This design comes from an exercise in tuning for small area, a short achievable clock period and few clock cycles on the open sky130 flow, not from production work.
The RTL was checked by simulation tests, not by an equivalence proof against the original design.
Power and IR drop assume default switching activity. The clock port is modelled as an ideal driver; clocking choices that lean on that would not hold on a real chip.

==> inputs of run a <==
==> flow/design.v (excerpt) <==
module ram_fill_top (
  input  logic        i_CLK,
  input  logic        i_RST_n,
  input  logic        i_write_en,
  input  logic [1:0]  i_write_lanes,
  input  logic [8:0]  i_write_addr,
  input  logic [15:0] i_write_data,
  input  logic        i_read_en,
  input  logic [8:0]  i_read_addr,
  output logic [15:0] o_read_data,
  output logic        o_read_valid,
  input  logic        i_fill_start,
  input  logic [15:0] i_fill_data,
  output logic        o_busy,
  output logic        o_fill_done
);
Settings: LEC_CHECK=0, CAP_MARGIN=10, CORE_MARGIN=2, CORE_UTILIZATION=66, CTS_CLUSTER_DIAMETER=80, CTS_CLUSTER_SIZE=30, PLACE_DENSITY=0.76, SETUP_SLACK_MARGIN=2.5, SLEW_MARGIN=10, TNS_END_PERCENT=10; clock period 5.0 ns.
standard.sh (not shown) runs the stock make flow with config.mk's settings and CLKGATE_MAP_FILE= SYNTH_SCRIPT=/design/flow/synth_recipe.tcl, a recipe that flattens the netlist after the stock synthesis.
==> flow/flow/run.sh <==
#!/bin/bash
# Standard layout, with CTS run without dummy loads. Each tool's output goes to a log here.
set -euo pipefail
bash standard.sh \
  "CTS_ARGS=-sink_clustering_enable -repair_clock_nets -sink_clustering_size 30 -sink_clustering_max_diameter 80 -dont_use_dummy_load" \
  finish > flow_make.log 2>&1
==> run b: changes against run a <==
==> flow/run.sh (new file) <==
#!/bin/bash
# synth_recipe.tcl (not shown) runs the flow's synth.tcl, then flattens the netlist and writes it again
# the make line also repeats each setting of config.mk as NAME=value (left out here)
make -C /OpenROAD-flow-scripts/flow DESIGN_CONFIG=/design/flow/config.mk WORK_HOME=/design/flow/orfs CLKGATE_MAP_FILE= SYNTH_SCRIPT=/design/flow/synth_recipe.tcl finish
CAP_MARGIN = 20   (was 10)
CORE_UTILIZATION = 45   (was 66)
CTS_CLUSTER_DIAMETER = unset   (was 80)
CTS_CLUSTER_SIZE = unset   (was 30)
PLACE_DENSITY = unset   (was 0.76)
SETUP_SLACK_MARGIN = unset   (was 2.5)
SLEW_MARGIN = 20   (was 10)
TNS_END_PERCENT = unset   (was 10)
removed: flow/flow/run.sh
removed: flow/standard.sh
==> run c: changes against run a <==
CORE_UTILIZATION = 55   (was 66)
PLACE_DENSITY = 0.68   (was 0.76)
==> run d: changes against run a <==
==> flow/run.sh (new file) <==
#!/bin/bash
# synth_recipe.tcl (not shown) runs the flow's synth.tcl, then flattens the netlist and writes it again
# the make line also repeats each setting of config.mk as NAME=value (left out here)
make -C /OpenROAD-flow-scripts/flow DESIGN_CONFIG=/design/flow/config.mk WORK_HOME=/design/flow/orfs CLKGATE_MAP_FILE= SYNTH_SCRIPT=/design/flow/synth_recipe.tcl finish
CAP_MARGIN = 20   (was 10)
CORE_UTILIZATION = 45   (was 66)
PLACE_DENSITY = unset   (was 0.76)
SLEW_MARGIN = 20   (was 10)
TNS_END_PERCENT = unset   (was 10)
removed: flow/flow/run.sh
removed: flow/standard.sh
==> summary.txt <==
Maximum frequency: run d is smaller than run c (4.2%).
The highest count of clock-buffer cells in the layout belongs to run b, the lowest to run a.
In sequential cell count, run c and run b do not differ.
Wire length: run d > run c > run b > run a.
Against run c, the combinational power of run a is lower by 3.2%.
Between run a and run d, the lower cell area is in run a (gap 3.0%, measured against run d).
The lowest final cell count belongs to run a, the highest to run b.
Clock skew: run b < run d < run a < run c.
Testbench counts of run a, summed over its fixed seeds: cycles 16,136.
Testbench counts of run b, summed over its fixed seeds: cycles 16,136.
Testbench counts of run c, summed over its fixed seeds: cycles 16,136.
Testbench counts of run d, summed over its fixed seeds: cycles 16,136.

---

==> 04-26 <==
Starting RTL as in the previous note.
export LEC_CHECK = 0
export CAP_MARGIN = 10
export CORE_MARGIN = 2
export CORE_UTILIZATION = 60
export CTS_CLUSTER_DIAMETER = 80
export CTS_CLUSTER_SIZE = 30
export PLACE_DENSITY = 0.72
export SETUP_SLACK_MARGIN = 2.5
export SLEW_MARGIN = 10
export TNS_END_PERCENT = 10
create_clock -name core_clock -period 5.0 [get_ports {i_CLK}]
==> flow/flow/run.sh <==
#!/bin/bash
# Standard layout, with CTS run without dummy loads. Each tool's output goes to a log here.
set -euo pipefail
bash standard.sh \
  "CTS_ARGS=-sink_clustering_enable -repair_clock_nets -sink_clustering_size 30 -sink_clustering_max_diameter 80 -dont_use_dummy_load" \
  finish > flow_make.log 2>&1
==> 10-18: changes against 04-26 <==
--- a/flow/config.mk
+++ b/flow/config.mk
@@ -13,3 +13,3 @@
 export PLACE_DENSITY = 0.72
-export SETUP_SLACK_MARGIN = 2.5
+export SETUP_SLACK_MARGIN = 2.35
 export SLEW_MARGIN = 10
==> summary.md <==
| Metric | Value |
|---|---|
| Flop pwr share | `0.641` |
| Vias | `86200` |
| Placed Area | `172000 sq um` |
| Largest net degree at the start of global routing | `197` |
| Initial antenna violation count | `33` |
| Crit path max fanout | `36` |
| Worst Setup SP | `i_RST_n` |
| Final period util | `0.583` |
| NetSw | `14.5 mW` |
| Status | `no timing/DRC/antenna violations` |
| Post_cts resized | `234` |
| Vias in the first global route | `82200` |
| CP Data Required Time | `5.64 ns` |
| Worst hold margin | `0.639 ns` |
Source of the figures above: 10-18

==> summary.md <==
| Metric | Value |
|---|---|
| Status | `no timing/DRC/antenna violations` |
| Mapped Cells | `7798` |
| Final period util | `0.544` |
| Largest net degree at the start of global routing | `165` |
| Post_cts resized | `722` |
| Initial antenna violation count | `31` |
| Max reg flops | `4096` |
| Syn Nets | `7855` |
| CP Data Required Time | `5.81 ns` |
| Flop pwr share | `0.639` |
| Vias in the first global route | `83500` |
| Vias | `87800` |
| WL met1 | `162 mm` |
| Crit path max fanout | `21` |
| Worst hold margin | `0.646 ns` |
| Slew HR | `0.310` |
| NetSw | `14.8 mW` |
Source of the figures above: 04-26

Testbench counts of 04-26, summed over its fixed seeds: cycles 16,136.
Testbench counts of 10-18, summed over its fixed seeds: cycles 16,136.

afterwards: timing with drivers on the ports:
Ports are ideal in the flow. The routed layouts listed here were re-timed in OpenROAD. Step 1 assumes that a clkbuf_16 drives the clock port and a buf_2 every other input. Step 2 moves the port delays by t, midway between the first and last clock arrival at a register: inputs arrive t later, outputs are due t later. That takes back most of the time a late clock gives input paths. Three values: ideal ports, drivers, drivers and shift; two values: the first two.
| run | t, ns | setup WS [ns] | hold WS [ns] | worst setup path at the end | worst register clock-pin slew, ns |
|---|---|---|---|---|---|
| run a | 0.915 | 1.976 / 1.687 / 0.772 | 0.399 / 0.326 / 0.809 | input to register | 0.12 / 0.12 |
| run b | 1.058 | 0.776 / 0.677 / -0.381 | 0.612 / 0.528 / 1.057 | input to register | 0.07 / 0.07 |
| run c | 0.975 | 2.258 / 1.688 / 0.713 | 0.365 / 0.288 / 0.841 | input to register | 0.12 / 0.12 |
| run d | 1.050 | 2.136 / 1.875 / 0.825 | 0.329 / 0.243 / 1.073 | input to register | 0.12 / 0.12 |
| 04-26 | 0.954 | 2.278 / 1.755 / 0.802 | 0.646 / 0.573 / 0.907 | input to register | 0.12 / 0.12 |
| 10-18 | 0.950 | 2.087 / 1.637 / 0.687 | 0.639 / 0.565 / 1.014 | input to register | 0.12 / 0.12 |
With both steps, setup timing fails in run b, where it was met with ideal ports. For run c, which loses most, drivers alone change the setup slack by -0.570 ns; drivers and shift together by -1.545 ns.
